Source: an optimization exercise on an open RTL-to-GDS flow (aim: small area, a short achievable clock period and few clock cycles per item). Production flows keep margins and buffers that such runs may drop. The RTL was checked by simulation tests, not by an equivalence proof against the original design. Power is estimated from default activity; no workload was simulated.

==> flow/design.v (outline; a module is shown in full before it is edited, if it fits) <==
// module fp_classify: 22 lines
// module fp_sig_tree_a: 934 lines
// module fp_sig_tree_b: 23 lines
// module fp_sig_lowc: 99 lines
// module fp_sig_add: 210 lines
// module fp_mult_unit: 120 lines
module fp_mult_unit
(
    input  logic                clk,
    input  logic                rst_n,
    input  logic                clk_en,
    input  logic                start,
    input  logic [FP_WIDTH-1:0] dataa,
    input  logic [FP_WIDTH-1:0] datab,
    output logic [FP_WIDTH-1:0] result,
    output logic                done,
    output logic                busy
);
  // ...
==> flow/flow/run.sh <==
#!/bin/bash
# Own layout flow: the standard flow, with three changes.
#  1. The ports are buffered with buf_4 instead of the buffer buffer_ports
#     picks by default (the inputs fan out straight into the multiplier).
#  2. Between synthesis and floorplan, flow/fixinv.py re-polarises the full
#     adders of the standard synthesis (a full adder is self-dual) so that
#     fewer inverters sit between them; registers and logic function are
#     unchanged.
#  3. After synthesis, the slow low-power inverters and delay buffers are kept
#     out of the resizer's choices.
set -euo pipefail
cd "$(dirname "$0")/.."
export BUFFER_PORTS_ARGS="-buffer_cell sky130_fd_sc_hd__buf_4"
R=orfs/results/sky130hd/fp_mult_unit/base
bash standard.sh synth > synth.log 2>&1
cp $R/1_2_yosys.v 1_2_yosys.standard.v
python3 flow/fixinv.py 1_2_yosys.standard.v 1_2_yosys.fixinv.v > fixinv.log 2>&1
cp 1_2_yosys.fixinv.v $R/1_2_yosys.v
rm -f $R/1_synth.odb $R/1_synth.sdc
export DONT_USE_CELLS="sky130_fd_sc_hd__clkinvlp_2 sky130_fd_sc_hd__clkinvlp_4 sky130_fd_sc_hd__clkdlybuf4s15_1 sky130_fd_sc_hd__clkdlybuf4s15_2 sky130_fd_sc_hd__clkdlybuf4s18_1 sky130_fd_sc_hd__clkdlybuf4s18_2 sky130_fd_sc_hd__clkdlybuf4s25_1 sky130_fd_sc_hd__clkdlybuf4s25_2 sky130_fd_sc_hd__clkdlybuf4s50_1 sky130_fd_sc_hd__clkdlybuf4s50_2"
bash standard.sh > layout.log 2>&1
==> flow/flow/fixinv.py <==
#!/usr/bin/env python3
"""Re-polarise full adders in a Yosys netlist to remove inverters between them.

A full adder is self-dual: FA(~a, ~b, ~c) = (~cout, ~sum). Flipping a full
adder therefore complements what its output nets carry and what its input pins
expect, without changing the function of the design. Every inverter is first
dissolved into its source signal; a local search then chooses the full adders
to flip so that the fewest signals need their complement, and one inverter is
rebuilt for each signal that still does.

usage: fixinv.py IN.v OUT.v
"""
import re
import sys
from collections import defaultdict

src = open(sys.argv[1]).read()
m = re.search(r'\n(\s*sky130_fd_sc_hd__\w+\s+\S+\s*\()', src)
head_end = m.start() + 1
end = src.rindex('endmodule')
head = src[:head_end]
body = src[head_end:end]

cell_re = re.compile(r'\s*(sky130_fd_sc_hd__\w+)\s+(\S+)\s*\((.*?)\);', re.S)
pin_re = re.compile(r'\.(\w+)\(([^()]*)\)')
cells = []
pos = 0
for mm in cell_re.finditer(body):
    assert body[pos:mm.start()].strip() == '', body[pos:mm.start()][:200]
    pos = mm.end()
    typ, name, conn = mm.groups()
    pins = [(p, n.strip()) for p, n in pin_re.findall(conn)]
    cells.append([typ, name, pins])
assert body[pos:].strip() == ''

OUTS = {'X', 'Y', 'SUM', 'COUT', 'Q', 'Q_N', 'HI', 'LO'}
INV = re.compile(r'sky130_fd_sc_hd__(clk)?inv_\d+$')
FA = re.compile(r'sky130_fd_sc_hd__fa_\d+$')

driver = {}
for i, (typ, name, pins) in enumerate(cells):
    for p, n in pins:
        if p in OUTS:
            driver[n] = (i, p)

# logical literal of each net: (root net, polarity); inverters collapse
lit_cache = {}


def lit(n):
    if n in lit_cache:
        return lit_cache[n]
    d = driver.get(n)
    if d is not None and INV.match(cells[d[0]][0]):
        a = dict(cells[d[0]][2])['A']
        r, p = lit(a)
        res = (r, p ^ 1)
    else:
        res = (n, 0)
    lit_cache[n] = res
    return res


outports = set()
for mm in re.finditer(r'^\s*output\s+(\[(\d+):(\d+)\]\s+)?(\w+);', head, re.M):
    if mm.group(1):
        hi, lo = int(mm.group(2)), int(mm.group(3))
        for b in range(min(hi, lo), max(hi, lo) + 1):
            outports.add(f'{mm.group(4)}[{b}]')
    else:
        outports.add(mm.group(4))

inv_cells = [i for i, c in enumerate(cells) if INV.match(c[0])]
fa_cells = [i for i, c in enumerate(cells) if FA.match(c[0])]
is_fa = set(fa_cells)

# loads: (cell index or None for a port, pin, root, polarity demanded)
loads = defaultdict(list)
for i, (typ, name, pins) in enumerate(cells):
    if INV.match(typ):
        continue
    for p, n in pins:
        if p in OUTS:
            continue
        r, pol = lit(n)
        loads[r].append((i, p, pol))
for n in outports:
    r, pol = lit(n)
    if (r, pol) != (n, 0):
        loads[r].append((None, n, pol))

flip = defaultdict(int)        # FA index -> 1 if flipped


def root_flip(r):
    d = driver.get(r)
    if d is not None and d[0] in is_fa:
        return flip[d[0]]
    return 0


def needs_inv(r):
    x = root_flip(r)
    for (ci, p, pol) in loads[r]:
        want = pol ^ (flip[ci] if ci in is_fa else 0)
        if want != x:
            return True
    return False


# signals touching each FA (its outputs and inputs' roots)
fa_sigs = {}
for i in fa_cells:
    s = set()
    for p, n in cells[i][2]:
        if p in OUTS:
            s.add(n)
        else:
            s.add(lit(n)[0])
    fa_sigs[i] = s


def cost(sigs):
    return sum(needs_inv(r) for r in sigs)


before = sum(needs_inv(r) for r in list(loads))
import random
random.seed(1)
cur = sum(needs_inv(r) for r in list(loads))
best = cur
best_flip = dict(flip)
T = 2.0
steps = 60000
rounds = steps
for k in range(steps):
    T = 2.0 * (1 - k / steps) + 0.01
    i = random.choice(fa_cells)
    sig = fa_sigs[i]
    c0 = cost(sig)
    flip[i] ^= 1
    c1 = cost(sig)
    d = c1 - c0
    if d <= 0 or random.random() < pow(2.718, -d / T):
        cur += d
        if cur < best:
            best = cur
            best_flip = dict(flip)
    else:
        flip[i] ^= 1
flip.clear()
flip.update(best_flip)
after = sum(needs_inv(r) for r in list(loads))
sys.stderr.write(f'fixinv: {len(inv_cells)} inverters, {len(fa_cells)} full adders; '
                 f'signals needing a complement {before} -> {after}; '
                 f'{sum(flip.values())} adders flipped in {rounds} rounds\n')

# rebuild: reuse the old inverter instance/net names where possible
inv_of = {}            # root -> (inst name, out net) of an existing inverter on it
for i in inv_cells:
    a = dict(cells[i][2])['A']
    y = dict(cells[i][2])['Y']
    r, pol = lit(y)
    if pol == 1 and r not in inv_of and lit(a) == (r, 0):
        inv_of[r] = (cells[i][1], y, cells[i][0])

new_cells = []
extra_wires = []
made = {}
cnt = [0]


def phys(r, want):
    """net carrying literal (r, want) after flipping"""
    if want == root_flip(r):
        return r
    if r not in made:
        if r in inv_of:
            name, y, typ = inv_of[r]
        else:
            cnt[0] += 1
            name, y, typ = f'fixinv_{cnt[0]}', f'fixinv_n{cnt[0]}', 'sky130_fd_sc_hd__inv_1'
            extra_wires.append(y)
        made[r] = (name, y, typ)
    return made[r][1]


port_assigns = []
for i, (typ, name, pins) in enumerate(cells):
    if INV.match(typ):
        continue
    f = flip[i] if i in is_fa else 0
    newpins = []
    for p, n in pins:
        if p in OUTS:
            newpins.append((p, n))
        else:
            r, pol = lit(n)
            newpins.append((p, phys(r, pol ^ f)))
    new_cells.append((typ, name, newpins))

# output ports that were driven through inverters
for n in sorted(outports):
    r, pol = lit(n)
    if (r, pol) == (n, 0):
        continue
    d = driver.get(n)
    # keep the port's own driver: an inverter (or buffer chain) from the root
    want = pol
    if want == root_flip(r):
        # port carries the root's value as-is: use a buffer to keep the port net
        new_cells.append(('sky130_fd_sc_hd__buf_1', f'fixinv_pb{len(new_cells)}', [('A', r), ('X', n)]))
    else:
        new_cells.append(('sky130_fd_sc_hd__inv_1', f'fixinv_pi{len(new_cells)}', [('A', r), ('Y', n)]))

for r, (name, y, typ) in made.items():
    new_cells.append((typ, name, [('A', r), ('Y', y)]))

# nets that no longer exist keep their declarations (harmless); add new ones
out = [head]
for w in extra_wires:
    out.append(f'  wire {w};\n')
def esc(n):
    return n + ' ' if n.startswith('\\') else n


for typ, name, pins in new_cells:
    out.append(f'  {typ} {esc(name)} (\n' + ',\n'.join(f'    .{p}({esc(n)})' for p, n in pins) + '\n  );\n')
out.append('endmodule\n')
open(sys.argv[2], 'w').write(''.join(out))
sys.stderr.write(f'fixinv: {len(made)} inverters rebuilt\n')
==> flow/standard.sh <==
#!/bin/bash
# synth_recipe.tcl (not shown) runs the flow's synth.tcl, then flattens the netlist and writes it again
# the make line also repeats each setting of config.mk as NAME=value (left out here)
make -C /OpenROAD-flow-scripts/flow DESIGN_CONFIG=/design/flow/config.mk WORK_HOME=/design/flow/orfs CLKGATE_MAP_FILE= SYNTH_SCRIPT=/design/flow/synth_recipe.tcl "${@:-finish}"
==> flow/config.mk <==
export PLATFORM = sky130hd
export DESIGN_NAME = fp_mult_unit
export DESIGN_NICKNAME = fp_mult_unit
export VERILOG_FILES = /design/flow/design.v
export SDC_FILE = /design/flow/constraint.sdc
export NUM_CORES = 4
export LEC_CHECK = 0
export ABC_AREA = 1
export CAP_MARGIN = 20
export CORE_MARGIN = 2
export CORE_UTILIZATION = 60
export PLACE_DENSITY = 0.7
export SETUP_SLACK_MARGIN = 5
export SLEW_MARGIN = 20
==> flow/constraint.sdc <==
create_clock -name core_clock -period 12.0 [get_ports {clk}]
set_input_delay 2.4000 -clock core_clock [delete_from_list [all_inputs] [get_ports {clk}]]
set_output_delay 2.4000 -clock core_clock [all_outputs]
set_load 0.01 [all_outputs]
==> impl_metrics.env, run 1 <==
export IMPL_clockBufferDepth=2
export IMPL_status="no timing/DRC/antenna violations"
export IMPL_hold_path_endpoint="done_q"
export IMPL_met3_length_um=7840
export IMPL_grt_overflow=0
export IMPL_num_multi_input_gates=1591
export IMPL_pre_cts_ws_ps=4210
export IMPL_top_area_cell_class="multi-input combinational cells"
export IMPL_regMostFlops="q_q"
export IMPL_critical_path_depth=15
export IMPL_highest_layer="met4"
export IMPL_cts_sinks=67
export IMPL_dp_hpwl_um=39900
export IMPL_clkCellAreaFrac_pct=1.55
export IMPL_final_cell_area_um2=18900
export IMPL_vias=15700
export IMPL_grt_pass1_wl_um=84700
export IMPL_crit_start="datab[7]"
export IMPL_hold_violations=0
export IMPL_final_max_slew_viol_count=0
export IMPL_rr_startpoint="done_q"
export IMPL_worst_ep_arrival_time_ps=6960
export IMPL_clock_latency_ps=350
export IMPL_cp_common_cell="fa_1"
export IMPL_place_area_um2=18500
export IMPL_critPathTopFamily="adder cells"
Testbench counts, summed over its fixed seeds: cycles 8,000, items 8,000.
==> run 2: changes to the inputs <==
--- a/flow/config.mk
+++ b/flow/config.mk
@@ -6,9 +6,9 @@
 export NUM_CORES = 4
 export LEC_CHECK = 0
 export ABC_AREA = 1
-export CAP_MARGIN = 20
+export CAP_MARGIN = 0
 export CORE_MARGIN = 2
 export CORE_UTILIZATION = 60
 export PLACE_DENSITY = 0.7
 export SETUP_SLACK_MARGIN = 5
-export SLEW_MARGIN = 20
+export SLEW_MARGIN = 0
==> impl_metrics.env, run 2 <==
export IMPL_final_setup_viol_count=0
export IMPL_rows=62
export IMPL_clkTransAtPathRegs_ps=80
export IMPL_drc_errors=0
export IMPL_die_area_um2=30600
export IMPL_timing_max_cap_violations=0
export IMPL_whs_ps=532
export IMPL_drtAntennaViolNets=0
export IMPL_final_common_cell="xor2_1"
export IMPL_die_w_um=175
export IMPL_dr_first_iter_drc_count=1754
export IMPL_hold_violations=0
export IMPL_final_cell_area_um2=18900
export IMPL_cts_sinks=67
export IMPL_core_area_um2=28800
export IMPL_vias=15700
export IMPL_drt_wl_total_um=54300
export IMPL_gp_congestion=0.998
export IMPL_fillCellCount=2469
export IMPL_clock_latency_ps=350
export IMPL_grt_overflow=0
export IMPL_final_period_minus_worst_setup_slack_ps=6830
export IMPL_irDropWorstVdd_uv=247
export IMPL_syn_area_um2=17500
export IMPL_rsz0062_at_grt="false"
export IMPL_syn_nets=2518
export IMPL_clockBufferDepth=2
export IMPL_cts_hold_repair_buffers=0
export IMPL_grt_pass1_wl_um=84700
export IMPL_io_pins=102
export IMPL_die_h_um=175
export IMPL_relSlewSlack_pct=29.8
export IMPL_met2_usage_pct=52.0
export IMPL_antenna_found_initial=1
export IMPL_port_buffers=101
export IMPL_critical_path_class="input pin to flop"
export IMPL_grt_total_usage_pct=35.9
export IMPL_grt_max_degree=68
export IMPL_dp_hpwl_um=39900
export IMPL_hold_path_class="flop to flop"
export IMPL_cts_tree="yes"
export IMPL_fin_crit_sh_pct=56.9
export IMPL_final_max_slew_viol_count=0
export IMPL_cp_max_fo=23
export IMPL_syn_to_final_growth_pct=7.50
export IMPL_drive_above_1_share_pct=9.85
export IMPL_status="no timing/DRC/antenna violations"
export IMPL_fin_nets=2523
export IMPL_synthCells=2082
export IMPL_power_w=0.00492
export IMPL_multi_input_area_um2=14000
export IMPL_worst_slew_pin_slew_ps=1050
export IMPL_drt_wirelength_per_cell_um=21.9
export IMPL_leakage_nw=8.60
export IMPL_final_cell_mix="xor2_1, fa_1, o22ai_1, inv_1, nand2_1"
export IMPL_cp_end_kind="flop"
export IMPL_largest_reg_flops=45
export IMPL_met3_usage_pct=12.1
export IMPL_worst_ep_arrival_time_ps=6960
export IMPL_p_per_area_nw_per_um2=261
export IMPL_critical_path_required_ps=12130
export IMPL_vias_per_cell=6.32
export IMPL_cts_buffers_inserted=9
export IMPL_fin_skew_ps=0
export IMPL_htreeDepth=3
export IMPL_ys_warnings_count=2
export IMPL_dp_cells=2457
export IMPL_busiest_layer="met2"
export IMPL_ff_latch_area_um2=2010
export IMPL_clockRootBuffer="clkbuf_16"
export IMPL_fin_cells=2477
export IMPL_regMostFlops="q_q"
export IMPL_grt_util_met1_pct=50.2
export IMPL_max_freq_mhz=146
export IMPL_grt_pass1_vias=15400
export IMPL_firstDrtPassIters=7
export IMPL_start_kind="input pin"
export IMPL_place_area_um2=18500
export IMPL_initial_core_util_pct=61.0
export IMPL_reg_top3="q_q (45), e0_q (10)"
export IMPL_avgSynthCellArea_um2=8.43
export IMPL_final_setup_tns_ps=0
-- run 2: critical path, stage by stage --
cell and delay (ps):
buf_4 220, clkinvlp_4 370, o21ai_1 230, buf_4 310, o22ai_1 130, xor2_1 190, fa_1 460, fa_1 450
fa_1 430, fa_1 420, fa_1 540, inv_1 50, ha_1 270, ha_1 290, a21o_1 170
-- run 2: per-stage QoR --
stage / setup WS (ps) / util [%]
2_1_floorplan: 5060 / -
3_3_place_gp: 4300 / 64.2
3_5_place_dp: 4210 / 64.2
4_1_cts: 5000 / 65.2
5_1_grt: 5030 / 65.5
6_report: 5170 / 65.5
-- run 2: power by group --
part	leakage [nW]	switching [W]	internal, W	total, W
combinational	7.80	0.00239	0.00165	0.00404
sequential	0.655	0.0000544	0.000561	0.000615
clock	0.141	0.000108	0.000160	0.000268
-- run 2: timing repair --
item / in CTS / in global routing
setup endpoints to repair: 9 / 28
gates cloned: 0 / 1
gates resized for setup: 3 / 25
buffers inserted: 0 / 2
-- run 2: cell type report --
type                            instances  area share (%)
Antenna cell                            1          0.0133
Clock buffer                            9            1.19
Clock inverter                          7           0.358
Inverter                              282            5.78
Multi-Input combinational cell       1591            74.1
Sequential cell                        67            10.6
Tap cell                              384            2.55
Timing Repair Buffer                  135            5.37
Timing Repair inverter                  1          0.0398
-- run 2: path summary, 6_finish.rpt --
| check | from | endpoint | slack (ps) | cells past startpoint |
|---|---|---|---|---|
| max in group asynchronous | rst_n | done_q | 10110 | 1 |
| min reg2reg | done_q | done_q | 530 | 1 |
| max reg2reg | done_q | done_q | 11250 | 1 |
| min | done_q | done_q | 530 | 1 |
| min in group asynchronous | rst_n | done_q | 1810 | 1 |
| max | datab[7] | g2_q | 5170 | 15 |
-- run 2: routing by layer --
metal	vias to the layer above	share of wire [%]	wire length [um]
met5	-	0	0
met4	0	4.0	2170
met3	146	14	7840
met2	1089	42	22800
met1	7478	40	21500
li1	6941	-	-
==> run 3: changes to the inputs <==
--- a/flow/flow/run.sh
+++ b/flow/flow/run.sh
@@ -6,7 +6,8 @@
 #     adders of the standard synthesis (a full adder is self-dual) so that
 #     fewer inverters sit between them; registers and logic function are
 #     unchanged.
-#  3. After synthesis, the slow low-power inverters and delay buffers are kept
+#  3. Timing repair aims at 5.5 ns of setup slack.
+#  4. After synthesis, the slow low-power inverters and delay buffers are kept
 #     out of the resizer's choices.
 set -euo pipefail
 cd "$(dirname "$0")/.."
@@ -17,5 +18,6 @@
 python3 flow/fixinv.py 1_2_yosys.standard.v 1_2_yosys.fixinv.v > fixinv.log 2>&1
 cp 1_2_yosys.fixinv.v $R/1_2_yosys.v
 rm -f $R/1_synth.odb $R/1_synth.sdc
+export SETUP_SLACK_MARGIN=5.5
 export DONT_USE_CELLS="sky130_fd_sc_hd__clkinvlp_2 sky130_fd_sc_hd__clkinvlp_4 sky130_fd_sc_hd__clkdlybuf4s15_1 sky130_fd_sc_hd__clkdlybuf4s15_2 sky130_fd_sc_hd__clkdlybuf4s18_1 sky130_fd_sc_hd__clkdlybuf4s18_2 sky130_fd_sc_hd__clkdlybuf4s25_1 sky130_fd_sc_hd__clkdlybuf4s25_2 sky130_fd_sc_hd__clkdlybuf4s50_1 sky130_fd_sc_hd__clkdlybuf4s50_2"
 bash standard.sh > layout.log 2>&1
--- a/flow/config.mk
+++ b/flow/config.mk
@@ -6,9 +6,8 @@
 export NUM_CORES = 4
 export LEC_CHECK = 0
 export ABC_AREA = 1
-export CAP_MARGIN = 0
+export CAP_MARGIN = 20
 export CORE_MARGIN = 2
 export CORE_UTILIZATION = 60
 export PLACE_DENSITY = 0.7
-export SETUP_SLACK_MARGIN = 5
-export SLEW_MARGIN = 0
+export SLEW_MARGIN = 20
==> impl_metrics.env, run 3 <==
export IMPL_syn_nets=2518
export IMPL_ys_warnings_count=2
export IMPL_vias=16100
export IMPL_drt_wirelength_per_cell_um=22.8
export IMPL_start_kind="input pin"
export IMPL_cp_max_fo=20
export IMPL_p_per_area_nw_per_um2=257
export IMPL_fin_skew_ps=0
export IMPL_die_w_um=175
export IMPL_final_setup_viol_count=0
export IMPL_cp_end_kind="flop"
export IMPL_cts_tree="yes"
export IMPL_relSlewSlack_pct=41.2
export IMPL_final_max_slew_viol_count=0
export IMPL_critical_path_class="input pin to flop"
export IMPL_syn_area_um2=17500
export IMPL_final_period_minus_worst_setup_slack_ps=6430
export IMPL_initial_core_util_pct=61.0
export IMPL_fillCellCount=2370
export IMPL_gp_congestion=0.948
export IMPL_syn_to_final_growth_pct=11.8
export IMPL_final_setup_tns_ps=0
export IMPL_fin_crit_sh_pct=53.6
export IMPL_firstDrtPassIters=6
export IMPL_drtAntennaViolNets=0
export IMPL_rows=62
export IMPL_crit_chain="buf_12 > nand2_1 > inv_2 > nor2_4 > clkinvlp_4 > buf_4 > buf_4 > o22ai_1 > xor2_1 > fa_1 > fa_1 > fa_1 > fa_1 > fa_1 > fa_1"
export IMPL_port_buffers=101
export IMPL_die_h_um=175
export IMPL_hold_path_class="flop to flop"
export IMPL_hold_violations=0
export IMPL_clockRootBuffer="clkbuf_16"
export IMPL_vias_per_cell=6.41
export IMPL_max_stage_delay_ps=520
export IMPL_drt_wl_total_um=57200
export IMPL_final_cell_area_um2=19600
export IMPL_slowest_stage="fa_1"
export IMPL_worst_ep_arrival_time_ps=6520
export IMPL_final_common_cell="xor2_1"
export IMPL_grt_pass1_vias=15600
export IMPL_grt_total_usage_pct=36.9
export IMPL_die_area_um2=30600
export IMPL_largest_reg_flops=45
export IMPL_drive_above_1_share_pct=13.4
export IMPL_fin_nets=2552
export IMPL_place_area_um2=18400
export IMPL_worst_slew_pin_slew_ps=883
export IMPL_cts_buffers_inserted=9
export IMPL_grt_max_degree=68
export IMPL_reg2reg_slack_ps=11240
export IMPL_crit_start="datab[3]"
export IMPL_regMostFlops="q_q"
export IMPL_avgSynthCellArea_um2=8.43
export IMPL_r2r_cells=1
export IMPL_timing_max_cap_violations=0
export IMPL_cts_hold_repair_buffers=0
export IMPL_multi_input_area_um2=14300
export IMPL_ff_latch_area_um2=2010
export IMPL_cp_common_cell="fa_1"
export IMPL_dr_first_iter_drc_count=1930
export IMPL_clkTransAtPathRegs_ps=60
export IMPL_cts_sinks=67
export IMPL_drc_errors=0
export IMPL_htreeDepth=3
export IMPL_max_freq_mhz=155
export IMPL_clockBufferDepth=2
export IMPL_irDropWorstVdd_uv=162
export IMPL_synthCells=2082
export IMPL_antenna_found_initial=1
export IMPL_dp_hpwl_um=40100
export IMPL_final_cell_mix="xor2_1, fa_1, o22ai_1, inv_1, nand2_1"
export IMPL_leakage_nw=8.80
export IMPL_io_pins=102
export IMPL_rr_startpoint="done_q"
export IMPL_grt_pass1_wl_um=87300
export IMPL_grt_overflow=0
export IMPL_cp_endpoint="q_q[15]"
export IMPL_clock_latency_ps=350
export IMPL_status="no timing/DRC/antenna violations"
export IMPL_core_area_um2=28800
export IMPL_r2r_end="done_q"
export IMPL_power_w=0.00503
export IMPL_reg_top3="q_q (45), e0_q (10)"
export IMPL_rsz0062_at_grt="true"
export IMPL_critical_path_required_ps=12090
-- run 3: worst max-delay path, delay by kind of cell --
family	cells	cell delay, ps
AOI/OAI and AO/OA	1	180
xor gates and xnor gates	1	200
adders and majority gates	6	2810
and+or+nand+nor	2	240
buffers and inverters	5	680
-- run 3: worst min-delay path by stage --
stage	startpoint	depth (start not counted)	slack [ps]	endpoint
5_1_grt	done_q	1	560	done_q
2_1_floorplan	done_q	1	570	done_q
6_report	done_q	1	540	done_q
4_1_cts	done_q	1	540	done_q
3_3_place_gp	done_q	1	520	done_q
3_5_place_dp	done_q	1	520	done_q
-- run 3: cell type report --
type	count	share of cell area [%]
Multi-Input combinational cell	1598	72.8
Timing Repair inverter	6	0.204
Sequential cell	67	10.2
Antenna cell	1	0.0128
Clock buffer	9	1.15
Clock inverter	7	0.389
Inverter	282	6.14
Tap cell	384	2.45
Timing Repair Buffer	152	6.65
-- run 3: through the flow --
step	cells	worst slack (ps)	hold slack [ps]	util (%)
6_report	2506	5570	536	68.2
5_1_grt	2505	5450	559	68.1
4_1_cts	2477	5460	537	66.1
3_5_place_dp	2450	4210	523	64.1
3_3_place_gp	2450	4330	515	64.1
2_1_floorplan	2082	5460	573	-
-- run 3: what timing repair did --
action | CTS | global route
endpoints found under the setup margin | 56 | 46
resized for setup | 50 | 91
setup buffers | 8 | 18
endpoints found under the hold margin | 0 | 0
cloned | 3 | 10
pin swaps | 2 | 11
-- run 3: where the power goes --
| group | internal [W] | switching [W] |
|---|---|---|
| logic | 0.00170 | 0.00245 |
| clock network | 0.000162 | 0.000112 |
| registers | 0.000561 | 0.0000540 |
| total | 0.00242 | 0.00261 |
-- run 3: per-layer routing --
layer	share of wire, %	vias up	global-route usage, %
met5	0	-	0
met4	3.0	0	12.5
met3	14	163	10.1
met2	42	1203	52.3
met1	41	7671	54.4
li1	-	7024	-
==> run 4: changes to the inputs <==
--- a/flow/config.mk
+++ b/flow/config.mk
@@ -9,5 +9,6 @@
 export CAP_MARGIN = 20
 export CORE_MARGIN = 2
 export CORE_UTILIZATION = 60
+export CTS_BUF_LIST = sky130_fd_sc_hd__clkbuf_8
 export PLACE_DENSITY = 0.7
 export SLEW_MARGIN = 20
==> impl_metrics.env, run 4 <==
export IMPL_syn_area_um2=17500
export IMPL_power_frac_comb_pct=83.5
export IMPL_syn_nets=2518
export IMPL_grt_util_met1_pct=54.1
export IMPL_cp_max_fo=13
export IMPL_avgSynthCellArea_um2=8.43
export IMPL_max_freq_mhz=156
export IMPL_busiest_layer="met1"
export IMPL_cts_sinks=67
export IMPL_dp_hpwl_um=40100
export IMPL_whs_ps=541
export IMPL_final_max_slew_viol_count=0
export IMPL_core_area_um2=28800
export IMPL_ys_warnings_count=2
export IMPL_grt_max_degree=68
export IMPL_rows=62
export IMPL_place_area_um2=18400
export IMPL_clockBufferDepth=2
export IMPL_cts_hold_repair_buffers=0
export IMPL_drt_wl_total_um=56900
export IMPL_cts_tree="yes"
export IMPL_gp_congestion=0.948
export IMPL_drt_wirelength_per_cell_um=22.8
export IMPL_drc_errors=0
export IMPL_grt_overflow=0
export IMPL_cts_buffers_inserted=9
export IMPL_grt_total_usage_pct=36.9
export IMPL_final_setup_tns_ps=0
export IMPL_final_common_cell="xor2_1"
export IMPL_final_cell_area_um2=19400
export IMPL_critical_path_class="input pin to flop"
export IMPL_syn_to_final_growth_pct=10.7
export IMPL_final_cell_mix="xor2_1, fa_1, o22ai_1, inv_1, nand2_1"
export IMPL_met2_usage_pct=52.3
export IMPL_p_per_area_nw_per_um2=255
export IMPL_netSwitchingPower_w=0.00260
export IMPL_die_area_um2=30600
export IMPL_final_setup_viol_count=0
export IMPL_rsz0062_at_grt="true"
export IMPL_vias=16100
export IMPL_worst_slew_pin_slew_ps=881
export IMPL_final_period_minus_worst_setup_slack_ps=6430
export IMPL_seqPwrFrac_pct=12.4
export IMPL_status="no timing/DRC/antenna violations"
export IMPL_fin_skew_ps=0
export IMPL_hold_path_class="flop to flop"
export IMPL_critical_path_required_ps=12150
export IMPL_firstDrtPassIters=6
export IMPL_internal_power_w=0.00235
export IMPL_drtAntennaViolNets=0
export IMPL_grt_pass1_wl_um=87300
export IMPL_initial_core_util_pct=61.0
export IMPL_regMostFlops="q_q"
export IMPL_vias_per_cell=6.42
export IMPL_clockRootBuffer="clkbuf_8"
export IMPL_start_kind="input pin"
export IMPL_drive_above_1_share_pct=12.9
export IMPL_irDropWorstVdd_uv=161
export IMPL_clkTransAtPathRegs_ps=90
export IMPL_fin_crit_sh_pct=53.6
export IMPL_io_pins=102
export IMPL_leakage_nw=8.73
export IMPL_p_clk_share_pct=4.1
export IMPL_grt_pass1_vias=15600
export IMPL_port_buffers=101
export IMPL_dr_first_iter_drc_count=2018
export IMPL_antenna_found_initial=2
export IMPL_timing_max_cap_violations=0
export IMPL_fin_nets=2549
export IMPL_largest_reg_flops=45
export IMPL_clock_latency_ps=380
export IMPL_relSlewSlack_pct=41.2
export IMPL_hold_violations=0
export IMPL_die_h_um=175
export IMPL_switching_share_pct=52.5
export IMPL_die_w_um=175
export IMPL_reg_top3="q_q (45), e0_q (10)"
export IMPL_synthCells=2082
export IMPL_worst_ep_arrival_time_ps=6580
export IMPL_htreeDepth=3
export IMPL_diodes=0
export IMPL_cp_end_kind="flop"
export IMPL_met3_usage_pct=10.4
export IMPL_post_route_util_pct=67.5
run 4: changes by cell type in the layout (fill, tap and decap cells not counted), moves of 2 or more:
cell / before / now
buf_8: 2 / 6
inv_2: 12 / 10
clkbuf_16: 9 / 0
o22ai_1: 247 / 249
nand2_2: 18 / 13
buf_6: 10 / 8
buf_4: 130 / 133
clkinv_8: 3 / 1
nand2_4: 4 / 8
inv_1: 241 / 244
o22ai_2: 5 / 3
buf_12: 9 / 3
clkbuf_8: 0 / 9
run 4: layout make-up:
cell class              count  area (um2)
fillers                  2416        9360
repair inverters            5        31.3
clock inverters             7        76.3
multi-input cells        1598       14300
repair buffers            150        1240
flip-flops and latches     67        2010
well taps                 384         480
clock buffers               9         124
inverters                 282        1200
run 4: power groups by stage:
stage | sequential [W] | combinational (W) | clock (W)
global route | 0.000624 | 0.00473 | 0.000211
finish | 0.000614 | 0.00414 | 0.000201
detailed placement | 0.000617 | 0.00399 | 0
CTS | 0.000612 | 0.00403 | 0.000204
floorplan | 0.000600 | 0.00294 | 0
global placement | 0.000612 | 0.00385 | 0
run 4: stage by stage:
| stage | power [W] | setup slack (ps) | cells |
|---|---|---|---|
| after floorplan | 0.00354 | 5460 | 2082 |
| after global placement | 0.00446 | 4330 | 2450 |
| after detailed placement | 0.00461 | 4210 | 2450 |
| after CTS | 0.00485 | 5460 | 2477 |
| after global routing | 0.00557 | 5430 | 2502 |
| final | 0.00495 | 5570 | 2502 |
run 4: per-layer routing:
layer	vias up	share of wire, %
li1	7016	-
met1	7723	41
met2	1146	41
met3	175	14
met4	2	3.4
met5	-	0.023
run 4: timing repair:
item | in CTS | in global routing
gates cloned | 3 | 9
setup buffers | 8 | 16
pin swaps | 2 | 10
resized for setup | 45 | 74
setup endpoints to repair | 60 | 45
run 4: worst max-delay path, cell delays in order:
cell and delay [ps]:
buf_4 150, inv_1 380, buf_4 340, o22ai_1 140, xor2_1 200, fa_1 440, fa_1 450, fa_2 360
fa_1 460, fa_1 490, inv_1 40, ha_1 260, ha_1 290, a21o_1 160
run 4: final timing paths:
check	from	depth (start not counted)	to	slack, ps
min reg2reg	done_q	1	done_q	540
max in group asynchronous	rst_n	1	done_q	10150
max reg2reg	done_q	1	done_q	11240
max	dataa[6]	14	g2_q	5570
min in group asynchronous	rst_n	1	done_q	1770
min	done_q	1	done_q	540
==> run 5: changes to the inputs <==
--- a/flow/config.mk
+++ b/flow/config.mk
@@ -9,6 +9,6 @@
 export CAP_MARGIN = 20
 export CORE_MARGIN = 2
 export CORE_UTILIZATION = 60
-export CTS_BUF_LIST = sky130_fd_sc_hd__clkbuf_8
+export CTS_BUF_LIST = sky130_fd_sc_hd__clkbuf_4 sky130_fd_sc_hd__clkbuf_8
 export PLACE_DENSITY = 0.7
 export SLEW_MARGIN = 20
==> impl_metrics.env, run 5 <==
export IMPL_status="no timing/DRC/antenna violations"
export IMPL_grt_max_degree=68
export IMPL_fillCellCount=2416
export IMPL_grt_pass1_wl_um=87300
export IMPL_port_buffers=101
export IMPL_relSlewSlack_pct=41.2
export IMPL_final_period_minus_worst_setup_slack_ps=6430
export IMPL_vias=16100
export IMPL_final_common_cell="xor2_1"
export IMPL_drt_wl_total_um=56900
export IMPL_grt_total_usage_pct=36.9
export IMPL_ys_warnings_count=2
export IMPL_syn_area_um2=17500
export IMPL_fin_crit_sh_pct=53.6
export IMPL_clkTransAtPathRegs_ps=90
export IMPL_drive_above_1_share_pct=12.9
export IMPL_firstDrtPassIters=6
export IMPL_start_kind="input pin"
export IMPL_drt_wirelength_per_cell_um=22.8
export IMPL_syn_to_final_growth_pct=10.7
export IMPL_cts_sinks=67
export IMPL_p_per_area_nw_per_um2=255
export IMPL_final_max_slew_viol_count=0
export IMPL_die_area_um2=30600
export IMPL_whs_ps=541
export IMPL_grt_pass1_vias=15600
export IMPL_timing_max_cap_violations=0
export IMPL_io_pins=102
export IMPL_final_setup_viol_count=0
export IMPL_post_route_util_pct=67.5
export IMPL_initial_core_util_pct=61.0
export IMPL_rsz0062_at_grt="true"
export IMPL_worst_ep_arrival_time_ps=6580
export IMPL_fin_cells=2502
export IMPL_critical_path_class="input pin to flop"
export IMPL_clockRootBuffer="clkbuf_8"
export IMPL_crit_start="dataa[6]"
export IMPL_die_h_um=175
export IMPL_antenna_found_initial=2
export IMPL_cp_max_fo=13
export IMPL_worst_slew_pin_slew_ps=881
export IMPL_leakage_nw=8.73
export IMPL_gp_congestion=0.948
export IMPL_final_cell_area_um2=19400
export IMPL_rows=62
export IMPL_cts_hold_repair_buffers=0
export IMPL_cts_tree="yes"
export IMPL_dp_hpwl_um=40100
export IMPL_rr_startpoint="done_q"
export IMPL_dr_first_iter_drc_count=2018
export IMPL_cts_buffers_inserted=9
export IMPL_crit_chain="buf_4 > inv_1 > buf_4 > o22ai_1 > xor2_1 > fa_1 > fa_1 > fa_2 > fa_1 > fa_1 > inv_1 > ha_1 > ha_1 > a21o_1"
export IMPL_drc_errors=0
export IMPL_grt_overflow=0
export IMPL_regMostFlops="q_q"
export IMPL_hold_path_class="flop to flop"
export IMPL_fin_skew_ps=0
export IMPL_drtAntennaViolNets=0
export IMPL_core_area_um2=28800
export IMPL_largest_reg_flops=45
export IMPL_die_w_um=175
export IMPL_place_area_um2=18400
export IMPL_multi_input_area_um2=14300
export IMPL_clock_latency_ps=380
export IMPL_avgSynthCellArea_um2=8.43
export IMPL_critical_path_required_ps=12150
export IMPL_irDropWorstVdd_uv=161
export IMPL_slowest_stage="fa_1"
export IMPL_ff_latch_area_um2=2010
export IMPL_final_setup_tns_ps=0
export IMPL_syn_nets=2518
export IMPL_max_stage_delay_ps=490
export IMPL_diodes=0
export IMPL_cp_end_kind="flop"
export IMPL_hold_violations=0
export IMPL_cp_common_cell="fa_1"
export IMPL_fin_nets=2549
export IMPL_dp_cells=2450
export IMPL_hold_path_startpoint="done_q"
export IMPL_final_cell_mix="xor2_1, fa_1, o22ai_1, inv_1, nand2_1"
export IMPL_synthCells=2082
export IMPL_clockBufferDepth=2
export IMPL_max_freq_mhz=156
export IMPL_vias_per_cell=6.42
export IMPL_htreeDepth=3
export IMPL_reg_top3="q_q (45), e0_q (10)"
==> run 5: area by class of cell <==
cell class / instances / area share [%]
Multi-Input combinational cell: 1598 / 73.4
Sequential cell: 67 / 10.3
Timing Repair Buffer: 150 / 6.38
Inverter: 282 / 6.18
Tap cell: 384 / 2.47
Clock buffer: 9 / 0.638
Clock inverter: 7 / 0.393
Timing Repair inverter: 5 / 0.161
==> run 5: path summary, 6_finish.rpt <==
kind / slack [ps] / cells after the start / endpoint
min in group asynchronous: 1770 / 1 / done_q
min: 540 / 1 / done_q
max: 5570 / 14 / g2_q
min reg2reg: 540 / 1 / done_q
max in group asynchronous: 10150 / 1 / done_q
max reg2reg: 11240 / 1 / done_q
==> run 5: timing repair <==
action | in CTS | in global routing
setup buffers | 8 | 16
cloned | 3 | 9
resized for setup | 45 | 74
pin swaps | 2 | 10
setup endpoints to repair | 60 | 45
==> run 5: per-stage QoR <==
step	power, W	worst slack, ps
after floorplan	0.00354	5460
after global placement	0.00446	4330
after detailed placement	0.00461	4210
after CTS	0.00485	5460
after global routing	0.00557	5430
final	0.00495	5570
==> run 5: routing by layer <==
metal | wire [um] | vias to the layer above | share of wire [%] | global-route usage, %
li1 | - | 7016 | - | -
met1 | 23600 | 7723 | 41 | 54.1
met2 | 23600 | 1146 | 41 | 52.3
met3 | 7830 | 175 | 14 | 10.4
met4 | 1910 | 2 | 3.4 | 13.0
met5 | 13 | - | 0.023 | 0
==> run 5: where the power goes <==
group	switching (W)	total, W	internal (W)
combinational	0.00244	0.00414	0.00170
clock	0.000104	0.000201	0.0000972
sequential	0.0000542	0.000614	0.000560
total	0.00260	0.00495	0.00235
==> run 5: worst max-delay path: cells and delay by family <==
| family | cells | cell delay [ps] |
|---|---|---|
| AOI/OAI and AO/OA | 2 | 300 |
| xor gates and xnor gates | 1 | 200 |
| adders and majority gates | 7 | 2750 |
| buffers and inverters | 4 | 910 |
==> run 6: changes to the inputs <==
--- a/flow/config.mk
+++ b/flow/config.mk
@@ -10,5 +10,7 @@
 export CORE_MARGIN = 2
 export CORE_UTILIZATION = 60
 export CTS_BUF_LIST = sky130_fd_sc_hd__clkbuf_4 sky130_fd_sc_hd__clkbuf_8
+export CTS_CLUSTER_DIAMETER = 150
+export CTS_CLUSTER_SIZE = 40
 export PLACE_DENSITY = 0.7
 export SLEW_MARGIN = 20
==> impl_metrics.env, run 6 <==
export IMPL_status="no timing/DRC/antenna violations"
export IMPL_syn_to_final_growth_pct=10.7
export IMPL_p_per_area_nw_per_um2=255
export IMPL_final_cell_mix="xor2_1, fa_1, o22ai_1, inv_1, nand2_1"
export IMPL_avgSynthCellArea_um2=8.43
export IMPL_worst_ep_arrival_time_ps=6580
export IMPL_whs_ps=541
export IMPL_synthCells=2082
export IMPL_initial_core_util_pct=61.0
export IMPL_start_kind="input pin"
export IMPL_max_stage_delay_ps=490
export IMPL_reg_top3="q_q (45), e0_q (10)"
export IMPL_grt_pass1_wl_um=87300
export IMPL_fin_crit_sh_pct=53.6
export IMPL_ys_warnings_count=2
export IMPL_clock_latency_ps=380
export IMPL_port_buffers=101
export IMPL_grt_max_degree=68
export IMPL_cts_hold_repair_buffers=0
export IMPL_cts_sinks=67
export IMPL_max_freq_mhz=156
export IMPL_io_pins=102
export IMPL_hold_violations=0
export IMPL_die_h_um=175
export IMPL_worst_slew_pin_slew_ps=881
export IMPL_die_area_um2=30600
export IMPL_busiest_layer="met1"
export IMPL_fillCellCount=2416
export IMPL_cts_tree="yes"
export IMPL_htreeDepth=3
export IMPL_timing_max_cap_violations=0
export IMPL_regMostFlops="q_q"
export IMPL_fin_nets=2549
export IMPL_relSlewSlack_pct=41.2
export IMPL_antenna_found_initial=2
export IMPL_grt_total_usage_pct=36.9
export IMPL_clockRootBuffer="clkbuf_8"
export IMPL_met3_usage_pct=10.4
export IMPL_syn_nets=2518
export IMPL_drive_above_1_share_pct=12.9
export IMPL_clockBufferDepth=2
export IMPL_multi_input_area_um2=14300
export IMPL_syn_area_um2=17500
export IMPL_final_max_slew_viol_count=0
export IMPL_ff_latch_area_um2=2010
export IMPL_fin_skew_ps=0
export IMPL_clkTransAtPathRegs_ps=90
export IMPL_cp_end_kind="flop"
export IMPL_cts_buffers_inserted=9
export IMPL_core_area_um2=28800
export IMPL_largest_reg_flops=45
export IMPL_firstDrtPassIters=6
export IMPL_grt_pass1_vias=15600
export IMPL_drt_wl_total_um=56900
export IMPL_vias=16100
export IMPL_slowest_stage="fa_1"
export IMPL_critical_path_required_ps=12150
export IMPL_dr_first_iter_drc_count=2018
export IMPL_drc_errors=0
export IMPL_crit_chain="buf_4 > inv_1 > buf_4 > o22ai_1 > xor2_1 > fa_1 > fa_1 > fa_2 > fa_1 > fa_1 > inv_1 > ha_1 > ha_1 > a21o_1"
export IMPL_cp_common_cell="fa_1"
export IMPL_grt_util_met1_pct=54.1
export IMPL_final_common_cell="xor2_1"
export IMPL_final_setup_viol_count=0
export IMPL_rsz0062_at_grt="true"
export IMPL_final_setup_tns_ps=0
export IMPL_vias_per_cell=6.42
export IMPL_final_period_minus_worst_setup_slack_ps=6430
export IMPL_gp_congestion=0.948
export IMPL_reg2reg_slack_ps=11240
export IMPL_grt_overflow=0
export IMPL_die_w_um=175
export IMPL_irDropWorstVdd_uv=161
export IMPL_met2_usage_pct=52.3
export IMPL_critical_path_class="input pin to flop"
export IMPL_cp_max_fo=13
export IMPL_dp_hpwl_um=40100
export IMPL_leakage_nw=8.73
export IMPL_rows=62
export IMPL_hold_path_class="flop to flop"
export IMPL_drtAntennaViolNets=0
export IMPL_drt_wirelength_per_cell_um=22.8
export IMPL_diodes=0
run 6: cell counts in the layout (fill, tap and decap cells not counted):
Identical to the previous run, type by type.
run 6: where the power goes:
| group | switching (W) | internal [W] |
|---|---|---|
| combinational | 0.00244 | 0.00170 |
| clock | 0.000104 | 0.0000972 |
| sequential | 0.0000542 | 0.000560 |
run 6: final timing paths:
check / from / endpoint / depth (start not counted)
max in group asynchronous: rst_n / done_q / 1
setup reg to reg: done_q / done_q / 1
min in group asynchronous: rst_n / done_q / 1
hold / removal: done_q / done_q / 1
setup / recovery: dataa[6] / g2_q / 14
hold reg to reg: done_q / done_q / 1
run 6: layout make-up:
class | instances | area share [%]
clock buffers | 9 | 0.638
clock inverters | 7 | 0.393
inverters | 282 | 6.18
multi-input cells | 1598 | 73.4
flip-flops and latches | 67 | 10.3
well taps | 384 | 2.47
repair buffers | 150 | 6.38
repair inverters | 5 | 0.161
run 6: worst max-delay path, delay by kind of cell:
| kind | cells | cell delay [ps] |
|---|---|---|
| buffers and inverters | 4 | 910 |
| xor gates and xnor gates | 1 | 200 |
| AOI/OAI and AO/OA | 2 | 300 |
| adders and majority gates | 7 | 2750 |
run 6: metal layers:
metal  wire length [um]  vias up
li1                   -     7016
met1              23600     7723
met2              23600     1146
met3               7830      175
met4               1910        2
met5                 13        -
run 6: metrics by stage:
| stage | utilization, % | instance area [um2] | std cells | setup slack [ps] | total power, W |
|---|---|---|---|---|---|
| 6_report | 67.5 | 19400 | 2502 | 5570 | 0.00495 |
| 5_1_grt | 67.5 | 19400 | 2502 | 5430 | 0.00557 |
| 4_1_cts | 65.6 | 18900 | 2477 | 5460 | 0.00485 |
| 3_5_place_dp | 64.1 | 18400 | 2450 | 4210 | 0.00461 |
| 3_3_place_gp | 64.1 | 18400 | 2450 | 4330 | 0.00446 |
| 2_1_floorplan | - | 17600 | 2082 | 5460 | 0.00354 |
run 6: repair_timing:
action | 4_1_cts | 5_1_grt
gates cloned | 3 | 9
endpoints found under the setup margin | 60 | 45
setup buffers | 8 | 16
resized for setup | 45 | 74
pin swaps | 2 | 10
==> run 7: changes to the inputs <==
--- a/flow/flow/run.sh
+++ b/flow/flow/run.sh
@@ -6,7 +6,7 @@
 #     adders of the standard synthesis (a full adder is self-dual) so that
 #     fewer inverters sit between them; registers and logic function are
 #     unchanged.
-#  3. Timing repair aims at 5.5 ns of setup slack.
+#  3. Timing repair aims at 5.8 ns of setup slack.
 #  4. After synthesis, the slow low-power inverters and delay buffers are kept
 #     out of the resizer's choices.
 set -euo pipefail
@@ -18,6 +18,6 @@
 python3 flow/fixinv.py 1_2_yosys.standard.v 1_2_yosys.fixinv.v > fixinv.log 2>&1
 cp 1_2_yosys.fixinv.v $R/1_2_yosys.v
 rm -f $R/1_synth.odb $R/1_synth.sdc
-export SETUP_SLACK_MARGIN=5.5
+export SETUP_SLACK_MARGIN=5.8
 export DONT_USE_CELLS="sky130_fd_sc_hd__clkinvlp_2 sky130_fd_sc_hd__clkinvlp_4 sky130_fd_sc_hd__clkdlybuf4s15_1 sky130_fd_sc_hd__clkdlybuf4s15_2 sky130_fd_sc_hd__clkdlybuf4s18_1 sky130_fd_sc_hd__clkdlybuf4s18_2 sky130_fd_sc_hd__clkdlybuf4s25_1 sky130_fd_sc_hd__clkdlybuf4s25_2 sky130_fd_sc_hd__clkdlybuf4s50_1 sky130_fd_sc_hd__clkdlybuf4s50_2"
 bash standard.sh > layout.log 2>&1
--- a/flow/config.mk
+++ b/flow/config.mk
@@ -9,8 +9,5 @@
 export CAP_MARGIN = 20
 export CORE_MARGIN = 2
 export CORE_UTILIZATION = 60
-export CTS_BUF_LIST = sky130_fd_sc_hd__clkbuf_4 sky130_fd_sc_hd__clkbuf_8
-export CTS_CLUSTER_DIAMETER = 150
-export CTS_CLUSTER_SIZE = 40
 export PLACE_DENSITY = 0.7
 export SLEW_MARGIN = 20
==> impl_metrics.env, run 7 <==
export IMPL_leakage_nw=9.44
export IMPL_final_setup_tns_ps=0
export IMPL_met3_length_um=10200
export IMPL_irDropWorstVdd_uv=251
export IMPL_clockBufferDepth=2
export IMPL_firstDrtPassIters=7
export IMPL_pre_cts_ws_ps=4430
export IMPL_final_max_slew_viol_count=0
export IMPL_grt_max_degree=68
export IMPL_clock_latency_ps=360
export IMPL_final_cell_mix="xor2_1, inv_1, o22ai_1, fa_1, nand2_1"
export IMPL_timing_max_cap_violations=0
export IMPL_finalWorstSetupSlack_ps=5740
export IMPL_largest_reg_flops=45
export IMPL_vias_per_cell=6.58
export IMPL_power_w=0.00551
export IMPL_power_frac_comb_pct=83.4
export IMPL_p_clk_share_pct=5.5
export IMPL_cp_end_kind="flop"
export IMPL_regMostFlops="q_q"
export IMPL_drtAntennaViolNets=0
export IMPL_start_kind="input pin"
export IMPL_final_period_minus_worst_setup_slack_ps=6260
export IMPL_dp_hpwl_um=40200
export IMPL_vias=17000
export IMPL_avgSynthCellArea_um2=8.43
export IMPL_htreeDepth=3
export IMPL_die_area_um2=30600
export IMPL_cts_tree="yes"
export IMPL_switching_share_pct=51.0
export IMPL_fin_crit_sh_pct=52.2
export IMPL_grt_pass1_vias=16200
export IMPL_seqPwrFrac_pct=11.1
export IMPL_grt_overflow=0
export IMPL_hold_path_class="flop to flop"
export IMPL_drt_met1_wl_um=23400
export IMPL_max_freq_mhz=160
export IMPL_fin_nets=2625
export IMPL_grt_pass1_wl_um=89900
export IMPL_die_h_um=175
export IMPL_core_area_um2=28800
export IMPL_fin_cells=2578
export IMPL_cts_buffers_inserted=9
export IMPL_synthCells=2082
export IMPL_clockRootBuffer="clkbuf_16"
export IMPL_worst_ep_arrival_time_ps=6350
export IMPL_critical_path_class="input pin to flop"
export IMPL_critical_path_required_ps=12090
export IMPL_cp_max_fo=5
export IMPL_drc_errors=0
export IMPL_port_buffers=101
export IMPL_syn_nets=2518
export IMPL_internal_power_w=0.00270
export IMPL_syn_to_final_growth_pct=20.8
export IMPL_drt_wirelength_per_cell_um=24.2
export IMPL_worst_slew_pin_slew_ps=908
export IMPL_ys_warnings_count=2
export IMPL_io_pins=102
export IMPL_syn_area_um2=17500
export IMPL_p_per_area_nw_per_um2=260
export IMPL_cts_hold_repair_buffers=0
export IMPL_clkTransAtPathRegs_ps=70
export IMPL_highest_layer="met5"
export IMPL_rsz0062_at_grt="true"
export IMPL_grt_total_usage_pct=38.4
export IMPL_rows=62
export IMPL_gp_congestion=0.978
export IMPL_status="no timing/DRC/antenna violations"
export IMPL_dr_first_iter_drc_count=2465
export IMPL_fin_skew_ps=0
export IMPL_netSwitchingPower_w=0.00281
export IMPL_dp_cells=2452
export IMPL_initial_core_util_pct=61.0
export IMPL_diodes=0
export IMPL_die_w_um=175
export IMPL_final_setup_viol_count=0
export IMPL_fillCellCount=2084
export IMPL_reg_top3="q_q (45), e0_q (10)"
export IMPL_final_common_cell="xor2_1"
export IMPL_dr_wl_met2_um=25300
export IMPL_drive_above_1_share_pct=20.5
export IMPL_drt_wl_total_um=62500
export IMPL_hold_violations=0
export IMPL_antenna_found_initial=2
export IMPL_cts_sinks=67
export IMPL_relSlewSlack_pct=39.5
## run 7: repair_timing
action / in CTS / in global routing
buffers inserted: 24 / 62
resized for setup: 119 / 149
cloned: 11 / 13
endpoints found under the setup margin: 69 / 50
endpoints found under the hold margin: 0 / 0
pin swaps: 16 / 72
## run 7: layer usage
metal	global-route usage [%]	up-vias
li1	-	7164
met1	53.0	8022
met2	54.4	1423
met3	14.8	350
met4	15.6	6
met5	0	-
## run 7: final cells by class
type | count | area [um2] | share of cell area [%]
tap | 384 | 480 | 2.27
multi-input combinational | 1599 | 14900 | 70.3
clock buffer | 9 | 225 | 1.06
timing repair buffer | 223 | 2180 | 10.3
inverter | 282 | 1250 | 5.90
timing repair inverter | 7 | 50.0 | 0.236
clock inverter | 7 | 105 | 0.496
sequential | 67 | 2010 | 9.47
## run 7: critical path, stage by stage
cell,delay [ps]
buf_16,130
nand2_4,70
inv_4,40
nor2_4,110
clkinvlp_4,110
buf_8,140
buf_4,160
o22ai_1,250
xor2_1,130
fa_1,400
inv_1,190
fa_1,490
fa_1,460
fa_1,420
fa_2,380
fa_1,450
## run 7: final timing paths
path,from,to,slack [ps],cells past startpoint
worst max-delay path,datab[3],q_q[11],5740,16
worst min-delay path,done_q,done_q,550,1
worst max register to register,done_q,done_q,11230,1
worst min register to register,done_q,done_q,550,1
max in group asynchronous,rst_n,done_q,10130,1
min in group asynchronous,rst_n,done_q,1800,1
## run 7: per-stage QoR
| stage | util, % | hold WS (ps) | instance area [um2] |
|---|---|---|---|
| 4_1_cts | 68.7 | 554 | 19800 |
| 3_3_place_gp | 64.8 | 517 | 18600 |
| 2_1_floorplan | - | 573 | 18000 |
| 6_report | 73.6 | 550 | 21200 |
| 5_1_grt | 73.6 | 558 | 21200 |
| 3_5_place_dp | 64.8 | 539 | 18600 |
## run 7: power by group through the flow
stage / Combinational [W] / Sequential [W] / Clock (W)
finish: 0.00460 / 0.000614 / 0.000303
floorplan: 0.00297 / 0.000600 / 0
global route: 0.00521 / 0.000625 / 0.000317
detailed placement: 0.00406 / 0.000618 / 0
global placement: 0.00391 / 0.000614 / 0
CTS: 0.00417 / 0.000614 / 0.000308
==> run 8: changes to the inputs <==
--- a/flow/flow/run.sh
+++ b/flow/flow/run.sh
@@ -6,7 +6,7 @@
 #     adders of the standard synthesis (a full adder is self-dual) so that
 #     fewer inverters sit between them; registers and logic function are
 #     unchanged.
-#  3. Timing repair aims at 5.8 ns of setup slack.
+#  3. Timing repair aims at 5.3 ns of setup slack.
 #  4. After synthesis, the slow low-power inverters and delay buffers are kept
 #     out of the resizer's choices.
 set -euo pipefail
@@ -18,6 +18,6 @@
 python3 flow/fixinv.py 1_2_yosys.standard.v 1_2_yosys.fixinv.v > fixinv.log 2>&1
 cp 1_2_yosys.fixinv.v $R/1_2_yosys.v
 rm -f $R/1_synth.odb $R/1_synth.sdc
-export SETUP_SLACK_MARGIN=5.8
+export SETUP_SLACK_MARGIN=5.3
 export DONT_USE_CELLS="sky130_fd_sc_hd__clkinvlp_2 sky130_fd_sc_hd__clkinvlp_4 sky130_fd_sc_hd__clkdlybuf4s15_1 sky130_fd_sc_hd__clkdlybuf4s15_2 sky130_fd_sc_hd__clkdlybuf4s18_1 sky130_fd_sc_hd__clkdlybuf4s18_2 sky130_fd_sc_hd__clkdlybuf4s25_1 sky130_fd_sc_hd__clkdlybuf4s25_2 sky130_fd_sc_hd__clkdlybuf4s50_1 sky130_fd_sc_hd__clkdlybuf4s50_2"
 bash standard.sh > layout.log 2>&1
==> impl_metrics.env, run 8 <==
export IMPL_status="no timing/DRC/antenna violations"
export IMPL_final_common_cell="xor2_1"
export IMPL_drt_wl_total_um=54100
export IMPL_irDropWorstVdd_uv=205
export IMPL_hold_depth=1
export IMPL_pre_cts_ws_ps=4200
export IMPL_cts_buffers_inserted=9
export IMPL_fin_skew_ps=0
export IMPL_grt_pass1_wl_um=84800
export IMPL_synthCells=2082
export IMPL_largest_reg_flops=45
export IMPL_timing_max_cap_violations=0
export IMPL_cts_setup_buffers=0
export IMPL_avgSynthCellArea_um2=8.43
export IMPL_clkTransAtPathRegs_ps=70
export IMPL_dr_first_iter_drc_count=1956
export IMPL_clockRootBuffer="clkbuf_16"
export IMPL_die_h_um=175
export IMPL_cp_max_fo=19
export IMPL_power_frac_comb_pct=82.4
export IMPL_firstDrtPassIters=9
export IMPL_port_buffers=101
export IMPL_p_clk_share_pct=5.1
export IMPL_antenna_found_initial=0
export IMPL_die_area_um2=30600
export IMPL_internal_power_w=0.00235
export IMPL_syn_nets=2518
export IMPL_grt_max_degree=68
export IMPL_cts_tree="yes"
export IMPL_drive_above_1_share_pct=10.0
export IMPL_switching_share_pct=52.0
export IMPL_drtAntennaViolNets=0
export IMPL_final_setup_tns_ps=0
export IMPL_core_area_um2=28800
export IMPL_clockBufferDepth=2
export IMPL_hold_violations=0
export IMPL_final_cell_mix="xor2_1, fa_1, o22ai_1, inv_1, nand2_1"
export IMPL_die_w_um=175
export IMPL_start_kind="input pin"
export IMPL_fin_cells=2475
export IMPL_cp_end_kind="flop"
export IMPL_critical_path_required_ps=12130
export IMPL_gp_congestion=1.02
export IMPL_syn_area_um2=17500
export IMPL_dp_cells=2459
export IMPL_leakage_nw=8.61
export IMPL_dp_hpwl_um=40200
export IMPL_final_period_minus_worst_setup_slack_ps=6670
export IMPL_r2r_cells=1
export IMPL_hold_path_startpoint="done_q"
export IMPL_worst_ep_arrival_time_ps=6790
export IMPL_ys_warnings_count=2
export IMPL_drc_errors=0
export IMPL_htreeDepth=3
export IMPL_grt_total_usage_pct=36.0
export IMPL_finalWorstSetupSlack_ps=5330
export IMPL_cts_sinks=67
export IMPL_max_freq_mhz=150
export IMPL_reg_top3="q_q (45), e0_q (10)"
export IMPL_netSwitchingPower_w=0.00254
export IMPL_initial_core_util_pct=61.0
export IMPL_rows=62
export IMPL_syn_to_final_growth_pct=7.94
export IMPL_fin_nets=2522
export IMPL_grt_pass1_vias=15400
export IMPL_fin_crit_sh_pct=55.6
export IMPL_relSlewSlack_pct=33.7
export IMPL_diodes=0
export IMPL_p_per_area_nw_per_um2=258
export IMPL_clock_latency_ps=350
export IMPL_vias=15600
export IMPL_vias_per_cell=6.32
export IMPL_io_pins=102
export IMPL_crit_start="datab[9]"
export IMPL_final_setup_viol_count=0
export IMPL_worst_slew_pin_slew_ps=993
export IMPL_critical_path_class="input pin to flop"
export IMPL_seqPwrFrac_pct=12.5
export IMPL_final_max_slew_viol_count=0
export IMPL_hold_path_class="flop to flop"
export IMPL_grt_overflow=0
export IMPL_rsz0062_at_grt="true"
export IMPL_rr_startpoint="done_q"
export IMPL_power_w=0.00489
export IMPL_drt_wirelength_per_cell_um=21.9
export IMPL_regMostFlops="q_q"
[run 8: worst paths after layout]
kind / endpoint / slack, ps
min in group asynchronous: done_q / 1800
max: g2_q / 5330
max in group asynchronous: done_q / 10120
min: done_q / 550
max reg2reg: done_q / 11240
min reg2reg: done_q / 550
[run 8: stage by stage]
stage	hold slack, ps	area [um2]	util [%]
finish	545	18900	65.8
floorplan	573	17600	-
global route	579	18900	65.8
global placement	516	18500	64.2
CTS	550	18800	65.4
detailed placement	536	18500	64.2
[run 8: repair_timing]
item	in CTS	in global routing
setup endpoints to repair	45	24
hold buffers	0	0
resized for setup	19	31
[run 8: area by class of cell]
type | count | area, um2
timing repair buffer | 135 | 1040
multi-input combinational | 1591 | 14000
fill | 2447 | 9840
clock inverter | 7 | 45.0
clock buffer | 9 | 225
tap | 384 | 480
sequential | 67 | 2010
inverter | 282 | 1120
[run 8: critical path, stage by stage]
cell and delay (ps):
buf_4 210, nor2_1 210, inv_1 80, nand2_1 180
buf_4 300, o22ai_1 130, xor2_1 210, fa_1 460
fa_1 460, fa_1 410, fa_1 470, fa_1 500
inv_1 40, ha_1 270, ha_1 300, a21o_1 160
[run 8: power by group through the flow]
stage	sequential (W)	combinational, W	clock [W]
2_1_floorplan	0.000600	0.00293	0
3_3_place_gp	0.000614	0.00385	0
3_5_place_dp	0.000617	0.00397	0
4_1_cts	0.000613	0.00401	0.000252
5_1_grt	0.000623	0.00464	0.000262
6_report	0.000611	0.00403	0.000248
[run 8: routing by layer]
metal	vias up	share of wire, %	GRT usage, %
met4	0	3.9	13.0
met3	179	13	10.6
met2	1069	42	51.8
met5	-	0	0
met1	7440	41	51.7
li1	6942	-	-
==> run 9: changes to the inputs <==
--- a/flow/config.mk
+++ b/flow/config.mk
@@ -9,5 +9,6 @@
 export CAP_MARGIN = 20
 export CORE_MARGIN = 2
 export CORE_UTILIZATION = 60
+export CTS_BUF_LIST = sky130_fd_sc_hd__clkbuf_4 sky130_fd_sc_hd__clkbuf_8
 export PLACE_DENSITY = 0.7
 export SLEW_MARGIN = 20
==> impl_metrics.env, run 9 <==
export IMPL_status="no timing/DRC/antenna violations"
export IMPL_core_area_um2=28800
export IMPL_fin_nets=2526
export IMPL_syn_nets=2518
export IMPL_fin_skew_ps=0
export IMPL_critical_path_class="input pin to flop"
export IMPL_fillCellCount=2467
export IMPL_vias_per_cell=6.34
export IMPL_clkTransAtPathRegs_ps=110
export IMPL_p_clk_share_pct=3.7
export IMPL_io_pins=102
export IMPL_avgSynthCellArea_um2=8.43
export IMPL_power_frac_comb_pct=83.7
export IMPL_r2r_end="done_q"
export IMPL_diodes=0
export IMPL_timing_max_cap_violations=0
export IMPL_drtAntennaViolNets=0
export IMPL_clockBufferDepth=2
export IMPL_regMostFlops="q_q"
export IMPL_place_area_um2=18500
export IMPL_reg2reg_slack_ps=11230
export IMPL_start_kind="input pin"
export IMPL_irDropWorstVdd_uv=205
export IMPL_vias=15700
export IMPL_final_cell_area_um2=18900
export IMPL_cts_tree="yes"
export IMPL_reg_top3="q_q (45), e0_q (10)"
export IMPL_final_period_minus_worst_setup_slack_ps=6620
export IMPL_firstDrtPassIters=6
export IMPL_critical_path_required_ps=12180
export IMPL_seqPwrFrac_pct=12.6
export IMPL_initial_core_util_pct=61.0
export IMPL_synthCells=2082
export IMPL_rsz0062_at_grt="true"
export IMPL_dp_hpwl_um=40200
export IMPL_worst_ep_arrival_time_ps=6800
export IMPL_final_setup_viol_count=0
export IMPL_htreeDepth=3
export IMPL_die_w_um=175
export IMPL_drive_above_1_share_pct=10.3
export IMPL_final_cell_mix="xor2_1, fa_1, o22ai_1, inv_1, nand2_1"
export IMPL_hold_path_startpoint="done_q"
export IMPL_drt_wirelength_per_cell_um=21.9
export IMPL_dr_first_iter_drc_count=1990
export IMPL_max_freq_mhz=151
export IMPL_grt_max_degree=68
export IMPL_netSwitchingPower_w=0.00255
export IMPL_internal_power_w=0.00229
export IMPL_gp_congestion=1.02
export IMPL_syn_to_final_growth_pct=7.57
export IMPL_ff_latch_area_um2=2010
export IMPL_switching_share_pct=52.8
export IMPL_cts_buffers_inserted=9
export IMPL_final_setup_tns_ps=0
export IMPL_fin_crit_sh_pct=55.2
export IMPL_hold_violations=0
export IMPL_die_area_um2=30600
export IMPL_worst_slew_pin_slew_ps=958
export IMPL_leakage_nw=8.57
export IMPL_final_common_cell="xor2_1"
export IMPL_hold_path_class="flop to flop"
export IMPL_largest_reg_flops=45
export IMPL_grt_total_usage_pct=36.0
export IMPL_rows=62
export IMPL_ys_warnings_count=2
export IMPL_syn_area_um2=17500
export IMPL_drc_errors=0
export IMPL_drt_wl_total_um=54400
export IMPL_die_h_um=175
export IMPL_antenna_found_initial=0
export IMPL_cp_end_kind="flop"
export IMPL_grt_pass1_wl_um=84600
export IMPL_cts_sinks=67
export IMPL_grt_pass1_vias=15400
export IMPL_clock_latency_ps=400
export IMPL_multi_input_area_um2=14100
export IMPL_p_per_area_nw_per_um2=256
export IMPL_relSlewSlack_pct=35.7
export IMPL_clockRootBuffer="clkbuf_8"
export IMPL_hold_depth=1
export IMPL_final_max_slew_viol_count=0
export IMPL_rr_startpoint="done_q"
export IMPL_cp_max_fo=19
export IMPL_hold_path_endpoint="done_q"
export IMPL_grt_overflow=0
export IMPL_r2r_cells=1
export IMPL_port_buffers=101
==> run 9: cell types whose count changed in the layout (fill, tap and decap cells not counted), sizes merged <==
cell | before | now
buf | 135 | 137
clkinvlp | 6 | 7
clkinv | 14 | 15
nand2 | 257 | 259
inv | 269 | 267
==> run 9: timing repair <==
item                       CTS  global route
cloned                       0             2
gates resized for setup     17            31
hold buffers                 0             0
setup endpoints to repair   41            36
setup buffers                0             2
pin swaps                    0             2
==> run 9: worst max-delay path, cell delays in order <==
cell     delay [ps]
buf_4           210
nor2_1          210
inv_1            80
nand2_1         180
buf_4           300
o22ai_1         130
xor2_1          210
fa_1            460
fa_1            460
fa_1            410
fa_1            470
fa_1            500
inv_1            40
ha_1            270
ha_1            300
a21o_1          160
==> run 9: worst max-delay path by stage <==
stage | start | endpoint | slack, ps | depth (start not counted)
2_1_floorplan | datab[21] | q_q[11] | 5300 | 12
3_5_place_dp | datab[3] | g2_q | 4200 | 16
6_report | datab[9] | g2_q | 5380 | 16
5_1_grt | datab[9] | g2_q | 5280 | 16
3_3_place_gp | datab[3] | g2_q | 4290 | 16
4_1_cts | datab[7] | g2_q | 5250 | 15
==> run 9: cell type report <==
type	instances	area share, %
Multi-Input combinational cell	1593	74.5
Timing Repair Buffer	137	5.51
Clock inverter	7	0.239
Tap cell	384	2.55
Sequential cell	67	10.6
Clock buffer	9	0.656
Inverter	282	5.94
==> run 9: power by group through the flow <==
stage | combinational [W] | sequential (W) | clock [W]
after floorplan | 0.00293 | 0.000600 | 0
after global placement | 0.00385 | 0.000614 | 0
after detailed placement | 0.00397 | 0.000617 | 0
after CTS | 0.00401 | 0.000612 | 0.000180
after global routing | 0.00466 | 0.000622 | 0.000190
final | 0.00405 | 0.000611 | 0.000177
==> run 9: per-stage QoR <==
stage / instances / total power (W) / setup WS (ps) / hold slack [ps] / util (%)
after detailed placement: 2459 / 0.00459 / 4200 / 536 / 64.2
after floorplan: 2082 / 0.00353 / 5300 / 573 / -
after global routing: 2479 / 0.00547 / 5280 / 586 / 65.6
final: 2479 / 0.00484 / 5380 / 552 / 65.6
after CTS: 2475 / 0.00480 / 5250 / 557 / 65.0
after global placement: 2459 / 0.00446 / 4290 / 516 / 64.2
==> run 9: per-layer routing <==
metal,global-route usage [%],up-vias,share of wire (%)
li1,-,6962,-
met1,52.1,7448,40
met2,51.3,1116,42
met3,10.2,196,14
met4,13.3,0,4.1
met5,0,-,0

## afterwards: timing with drivers on the ports
No port has a modelled driver above. Below, the same layouts with a new extraction and two added sets of constraints. Step 1 (the two cells are an assumption about what drives the block):
set clk [get_ports {clk}]
set_driving_cell -lib_cell sky130_fd_sc_hd__clkbuf_16 $clk
set_driving_cell -lib_cell sky130_fd_sc_hd__buf_2 [delete_from_list [all_inputs] $clk]
Step 2 times the ports against the registers' clock, not the clock port: input delays grow and output delays shrink by t, the midpoint of the rising clock arrivals with the driver on. Slacks: ideal / step 1 / step 2; pairs: ideal / step 1.
run | t, ns | slack for setup (ns) | latest minus earliest clock arrival (ns) | worst register clock-pin slew, ns | worst slew at a driven data input, ns
run 1 | 0.403 | 5.171 / 5.196 / 4.793 | 0.026 / 0.026 | 0.08 / 0.08 | 0.04
run 2 | 0.403 | 5.171 / 5.196 / 4.793 | 0.026 / 0.026 | 0.08 / 0.08 | 0.04
run 3 | 0.403 | 5.567 / 5.572 / 5.169 | 0.022 / 0.022 | 0.07 / 0.07 | 0.06
run 4 | 0.426 | 5.573 / 5.587 / 5.160 | 0.028 / 0.027 | 0.10 / 0.10 | 0.06
run 5 | 0.426 | 5.573 / 5.587 / 5.160 | 0.028 / 0.027 | 0.10 / 0.10 | 0.06
run 6 | 0.426 | 5.573 / 5.587 / 5.160 | 0.028 / 0.027 | 0.10 / 0.10 | 0.06
run 7 | 0.407 | 5.738 / 5.671 / 5.263 | 0.024 / 0.023 | 0.08 / 0.08 | 0.19
run 8 | 0.400 | 5.331 / 5.356 / 4.956 | 0.022 / 0.022 | 0.07 / 0.07 | 0.04
run 9 | 0.434 | 5.379 / 5.399 / 4.965 | 0.037 / 0.036 | 0.11 / 0.11 | 0.04
After both steps setup and hold are still met in every run listed. The setup slack of run 7, which loses most, moves by -0.067 ns with the drivers and by -0.475 ns with both steps.
